Background: an optimization exercise with open tools, aiming at a short achievable clock period and few clock cycles per item. Do not read the settings as production practice. At most, simulation tests tie the RTL to the original design; equivalence was not proved. Power and IR drop assume default switching activity.

==> run D <==
## exec_top
module exec_top (
    input  logic        clk_i,
    input  logic        reset_i,
    input  logic        issue_valid_i,
    input  logic [3:0]  issue_tag_i,
    input  logic [1:0]  issue_fu_i,
    input  logic [2:0]  issue_op_i,
    input  logic [31:0] issue_vj_i,
    input  logic [31:0] issue_vk_i,
    output logic        issue_ready_o,
    output logic        cdb_valid_o,
    output logic [3:0]  cdb_tag_o,
    output logic [31:0] cdb_value_o,
    output logic        cdb_taken_o
);
    exec_pkg::issue_s issue;
    exec_pkg::cdb_s   cdb;
    assign issue.tag = issue_tag_i;
    assign issue.fu  = issue_fu_i;
    assign issue.op  = issue_op_i;
    assign issue.vj  = issue_vj_i;
    assign issue.vk  = issue_vk_i;
    exec_core core_inst (
        .clk_i(clk_i), .reset_i(reset_i),
        .issue_valid_i(issue_valid_i), .issue_i(issue), .issue_ready_o(issue_ready_o),
        .cdb_o(cdb)
    );
    assign cdb_valid_o = cdb.valid;
    assign cdb_tag_o   = cdb.tag;
    assign cdb_value_o = cdb.value;
    assign cdb_taken_o = cdb.taken;
endmodule
==> module ks_adder, before the edit <==
module ks_adder #(
    parameter int W = 32
) (
    input  logic [W-1:0] a_i,
    input  logic [W-1:0] b_i,
    input  logic         cin_i,
    output logic [W-1:0] sum_o,
    output logic         cout_o
);
    localparam int LV = (W < 2) ? 1 : (W < 4) ? 2 : (W < 8) ? 3 : (W < 16) ? 4 :
                        (W < 32) ? 5 : (W < 64) ? 6 : 7;  
    logic [LV:0][W:0] g, p;
    always_comb begin
        g[0][0] = cin_i;
        p[0][0] = 1'b0;
        for (int i = 0; i < W; i++) begin
            g[0][i+1] = a_i[i] & b_i[i];
            p[0][i+1] = a_i[i] ^ b_i[i];
        end
        for (int l = 0; l < LV; l++) begin
            for (int i = 0; i <= W; i++) begin
                if (i >= (1 << l)) begin
                    g[l+1][i] = g[l][i] | (p[l][i] & g[l][i - (1 << l)]);
                    p[l+1][i] = p[l][i] & p[l][i - (1 << l)];
                end else begin
                    g[l+1][i] = g[l][i];
                    p[l+1][i] = p[l][i];
                end
            end
        end
        for (int i = 0; i < W; i++) sum_o[i] = p[0][i+1] ^ g[LV][i];
        cout_o = g[LV][W];
    end
endmodule
Settings: LEC_CHECK=0, ABC_CLOCK_PERIOD_IN_PS=2000, CAP_MARGIN=20, CORE_MARGIN=2, CORE_UTILIZATION=40, SETUP_SLACK_MARGIN=3.2, SLEW_MARGIN=20; clock period 5.5 ns.
run.sh (not shown) runs the stock make flow with config.mk's settings and CLKGATE_MAP_FILE= SYNTH_SCRIPT=/design/flow/synth_recipe.tcl, a recipe that flattens the netlist after the stock synthesis.
==> run P: changes against run D <==
--- a/flow/design.v
+++ b/flow/design.v
@@ -50,28 +50,28 @@
     assign div_start_o   = dv_q & ~div_triv_i;
     assign issue_ready_o = ~busy_q & ~div_start_o;
     assign accept        = issue_valid_i & issue_ready_o;
     assign alu_acc_o     = accept & ~issue_fu_i[1];
     assign mul_acc_o     = accept & (issue_fu_i == 2'd2);
     assign div_acc_o     = accept & (issue_fu_i == 2'd3);
     always_ff @(posedge clk_i or posedge reset_i) begin
         if (reset_i) begin
-            busy_q      <= 1'b0;
-            dv_q        <= 1'b0;
-            v_q_o       <= 1'b0;
-            sel_res_q_o <= 1'b0;
+            busy_q <= 1'b0;
+            dv_q   <= 1'b0;
         end else begin
-            busy_q      <= mul_acc_o | div_start_o | (busy_q & ~unit_done_i);
-            dv_q        <= div_acc_o;
-            v_q_o       <= alu_acc_o | unit_done_i;
-            sel_res_q_o <= div_acc_o | unit_done_i;
+            busy_q <= mul_acc_o | div_start_o | (busy_q & ~unit_done_i);
+            dv_q   <= div_acc_o;
         end
     end
     always_ff @(posedge clk_i) begin
+        v_q_o       <= alu_acc_o | unit_done_i;
+        sel_res_q_o <= div_acc_o | unit_done_i;
+    end
+    always_ff @(posedge clk_i) begin
         if (issue_ready_o) tag_q_o <= issue_tag_i;  
     end
 endmodule
 `default_nettype wire
 `default_nettype none
 module ks_adder #(
     parameter int W = 32
 ) (
@@ -174,22 +174,22 @@
         lo_q_o     <= is_sub ? d_lo[15:0] : s_lo[15:0];
         hi0_q_o    <= is_sub ? d_h0[15:0] : s_h0[15:0];
         hi1_q_o    <= is_sub ? d_h1[15:0] : s_h1[15:0];
         sel_lo_q_o <= alu_acc_i & arith;
         sel0_q_o   <= alu_acc_i & arith & ~c_lo;
         sel1_q_o   <= alu_acc_i & arith & c_lo;
         t0_q       <= alu_acc_i & take(op_i, eq, lt0);
         t1_q       <= alu_acc_i & take(op_i, eq, lt1);
-        tv_q       <= tv_d;
+        for (int k = 0; k < 4; k++) tv_q[k] <= tv_d[k] & (k[1] == d_lo[16]) & (k[0] == s_lo[16]);
         cd_q       <= d_lo[16];
         cs_q       <= s_lo[16];
     end
     assign taken_o = cd_q ? t1_q : t0_q;
-    assign triv_o  = tv_q[{cd_q, cs_q}];
+    assign triv_o  = |tv_q;  
 endmodule
 `default_nettype wire
 `default_nettype none
 module booth_mult (
     input  logic        clk_i,
     input  logic [31:0] a_i,     
     input  logic [31:0] b_i,     
     output logic [63:0] prod_o   
@@ -298,35 +298,56 @@
     assign bzero = (b_i == '0);
     logic [31:0] na, nb;
     logic [4:0]  lza, lzb;
     logic        unused_c0, unused_c1;
     ks_adder #(.W(32)) neg_a (.a_i(~a_i), .b_i('0), .cin_i(1'b1), .sum_o(na), .cout_o(unused_c0));
     ks_adder #(.W(32)) neg_b (.a_i(~b_i), .b_i('0), .cin_i(1'b1), .sum_o(nb), .cout_o(unused_c1));
     assign ma = sa ? na : a_i;
     assign mb = sb ? nb : b_i;
-    lzc32 lz_a (.x_i(ma), .n_o(lza));
-    lzc32 lz_b (.x_i(mb), .n_o(lzb));
+    logic [31:0] ac, bc, sma;
+    logic        forma;
+    assign ac = a_i ^ {32{sa}};
+    assign bc = b_i ^ {32{sb}};
+    lzc32 lz_a (.x_i(ac), .n_o(lza));
+    lzc32 lz_b (.x_i(bc), .n_o(lzb));
+    always_comb begin
+        sma[31] = ac[31];
+        for (int i = 30; i >= 0; i--) sma[i] = sma[i+1] | ac[i];
+    end
+    assign forma = sa & (ac == sma);
     assign triv_val_o = rem ? a_i : {32{bzero}};  
     logic [31:0] ma_q, mb_q;
-    logic [4:0]  lza_q, lzb_q;
+    logic [4:0]  lzb_q;
+    logic [5:0]  ka_q;  
     logic        negq1_q, negr1_q, rem1_q;
     always_ff @(posedge clk_i) begin
         ma_q    <= ma;
         mb_q    <= mb;
-        lza_q   <= lza;
+        ka_q    <= ~{1'b0, lza} + 6'd2 + {5'd0, forma};
         lzb_q   <= lzb;
         negq1_q <= sa ^ sb;
         negr1_q <= sa;
         rem1_q  <= rem;
     end
     logic [5:0]  nbits;   
     logic [4:0]  nsteps;  
-    assign nbits  = {1'b0, lzb_q} - {1'b0, lza_q} + 6'd1;
-    assign nsteps = 5'((nbits + 6'd1) >> 1);
+    logic [63:0] al;      
+    assign nbits = {1'b0, lzb_q} + ka_q;
+    always_comb begin
+        nsteps = 5'((nbits + 6'd1) >> 1);
+        if (nbits > 6'd32) nsteps = 5'd16;  
+        al = {ma_q, 32'd0};
+        if (nbits[0]) al = al >> 2;  
+        if (nbits[1]) al = al >> 2;
+        if (nbits[2]) al = al >> 4;
+        if (nbits[3]) al = al >> 8;
+        if (nbits[4]) al = al >> 16;
+        if (nbits[5]) al = al >> 32;
+    end
     logic [33:0] mb3;
     logic        uc3;
     ks_adder #(.W(34)) mul3 (.a_i({2'b00, mb_q}), .b_i({1'b0, mb_q, 1'b0}), .cin_i(1'b0), .sum_o(mb3), .cout_o(uc3));
     logic        run_q, fix_q, last;
     logic [4:0]  cnt_q;
     logic [31:0] z_q, q_q, r_q;
     logic [33:0] d1_q, d2_q, d3_q;
     logic        negq_q, negr_q, rem_q;
@@ -358,18 +379,18 @@
             dig = 2'd1; rn = t1[31:0];
         end else begin
             dig = 2'd0; rn = r4[31:0];
         end
     end
     always_ff @(posedge clk_i) begin
         if (!run_q) begin
             cnt_q  <= nsteps;
-            z_q    <= ma_q << (6'd32 - {nsteps, 1'b0});  
-            r_q    <= ma_q >> {nsteps, 1'b0};             
+            z_q    <= al[31:0];   
+            r_q    <= al[63:32];  
             q_q    <= '0;
             d1_q   <= {2'b00, mb_q};
             d2_q   <= {1'b0, mb_q, 1'b0};
             d3_q   <= mb3;
             negq_q <= negq1_q;
             negr_q <= negr1_q;
             rem_q  <= rem1_q;
         end else begin
@@ -463,17 +484,17 @@
         else if (div_fix) res_q <= div_value;
         else              res_q <= div_triv_val;
     end
     cdb_arbiter arb_inst (
         .lo_i(alu_lo), .hi0_i(alu_hi0), .hi1_i(alu_hi1),
         .sel_lo_i(sel_lo), .sel0_i(sel0), .sel1_i(sel1),
         .res_i(res_q), .sel_res_i(sel_res_q), .value_o(cdb_o.value)
     );
-    assign cdb_o.valid = v_q | div_triv;
+    assign cdb_o.valid = (v_q | div_triv) & ~reset_i;  
 endmodule
 `default_nettype wire
 `default_nettype none
 module exec_top (
     input  logic        clk_i,
     input  logic        reset_i,
     input  logic        issue_valid_i,
     input  logic [3:0]  issue_tag_i,
==> run C: changes against run D <==
--- a/flow/design.v
+++ b/flow/design.v
@@ -76,18 +76,17 @@
     parameter int W = 32
 ) (
     input  logic [W-1:0] a_i,
     input  logic [W-1:0] b_i,
     input  logic         cin_i,
     output logic [W-1:0] sum_o,
     output logic         cout_o
 );
-    localparam int LV = (W < 2) ? 1 : (W < 4) ? 2 : (W < 8) ? 3 : (W < 16) ? 4 :
-                        (W < 32) ? 5 : (W < 64) ? 6 : 7;  
+    localparam int LV = $clog2(W + 1);
     logic [LV:0][W:0] g, p;
     always_comb begin
         g[0][0] = cin_i;
         p[0][0] = 1'b0;
         for (int i = 0; i < W; i++) begin
             g[0][i+1] = a_i[i] & b_i[i];
             p[0][i+1] = a_i[i] ^ b_i[i];
         end
==> notes <==
- Synthesized cell count: run P is larger than run C (3.1%).
- Sequential share of layout area: run P is lower than run D (0.86 points).
- Design area is the same in run D and run C.
- Of run P and run C, run P has the higher global-route usage (gap 0.58 points).
- Sequential power is about the same in run D and run C.
- In final cell count, run D and run C do not differ.
- Clock skew is the same in run D and run C.
- In run C the register-to-register slack is better than in run P, by 0.05 ns.
- Of run C and run P, run C has the higher setup slack (gap 0.025 ns).
- Die area is the same in run D and run C.
- In fmax, run D and run C do not differ.
==> figures <==
|  | run C | run D | run P |
|---|---|---|---|
| Combinational group share of total power | 71.2% | 71.2% | 71.9% |
| Y dimension of the die | 415 um | 415 um | 416 um |
| Post-CTS setup buffer count | 526 | 526 | 565 |
| Number of cells in the design after placement | 9427 | 9427 | 9667 |
| Power per unit of standard cell area | 650 nW/um2 | 650 nW/um2 | 645 nW/um2 |
| Status | no timing/DRC/antenna violations | no timing/DRC/antenna violations | no timing/DRC/antenna violations |
| Detailed placer's ending HPWL | 195 mm | 195 mm | 194 mm |
| Total routing resource utilization after global routing | 33.4% | 33.4% | 34.0% |
| DRT Wirelength | 296 mm | 296 mm | 310 mm |
| Ratio of cells with drive above 1 in the final layout | 38.8% | 38.8% | 42.9% |
| Met2 demand-to-capacity share in global routing | 52.7% | 52.7% | 53.8% |
| Buffers excl. clock | 1035 | 1035 | 1167 |
| Final Cell Area | 95400 um2 | 95400 um2 | 101000 um2 |
| CTS resizes | 2024 | 2024 | 2239 |
| Data required time of the critical path | 4.40 ns | 4.40 ns | 6.09 ns |
| CTS clk-pin slew, worst paths | 0.06 ns | 0.06 ns | 0.07 ns |
| Rows | 150 | 150 | 151 |
| Worst R2R Setup Slack | 2.10 ns | 2.10 ns | 2.05 ns |
| Endpoint of the worst hold-timing path | core_inst.mhi2_q | core_inst.mhi2_q | core_inst.m2_q |
| Via count of the first global-routing pass | 61700 | 61700 | 63500 |
| Count of unique library cells instantiated by Yosys | 102 | 102 | 92 |
| Largest net degree at the start of global routing | 76 | 76 | 73 |
| Avg Inst Size Synth | 9.07 um2 | 9.07 um2 | 8.85 um2 |
Testbench counts of run D, summed over its fixed seeds: cycles 4,304, items 2,400.
Only the layout flow was run in run P and run C; the RTL was not checked for function there.

==> separate check: timing with driven ports <==
The flow's constraints put no driver on any port. The routed layouts listed below were extracted and timed again, unchanged, in two steps. Step 1, drivers: a clkbuf_16 drives clk_i and a buf_2 each remaining input, both assumed. Step 2 adds t to the input delays and takes it off the output delays; t is the mean of the earliest and latest rising clock arrival at the registers after step 1. Input paths then give back, and output paths get back, about the clock's delay inside the block. Three values: ideal ports, drivers, drivers and shift; two values: the first two.
run | t, ns | setup slack, ns | worst hold slack (ns) | worst setup path after step 2 | cell pins on the clock port's net
run D | 0.821 | 2.078 / 1.993 / 1.350 | 0.345 / 0.345 / 0.345 | input to register | 1
run P | 0.810 | 2.053 / 2.053 / 1.308 | 0.382 / 0.382 / 0.382 | input to register | 1
run C | 0.821 | 2.078 / 1.993 / 1.350 | 0.345 / 0.345 / 0.345 | input to register | 1
After both steps every run listed still meets setup and hold. The setup slack of run P, which loses most, moves by 0.000 ns with the drivers and by -0.745 ns with both steps.
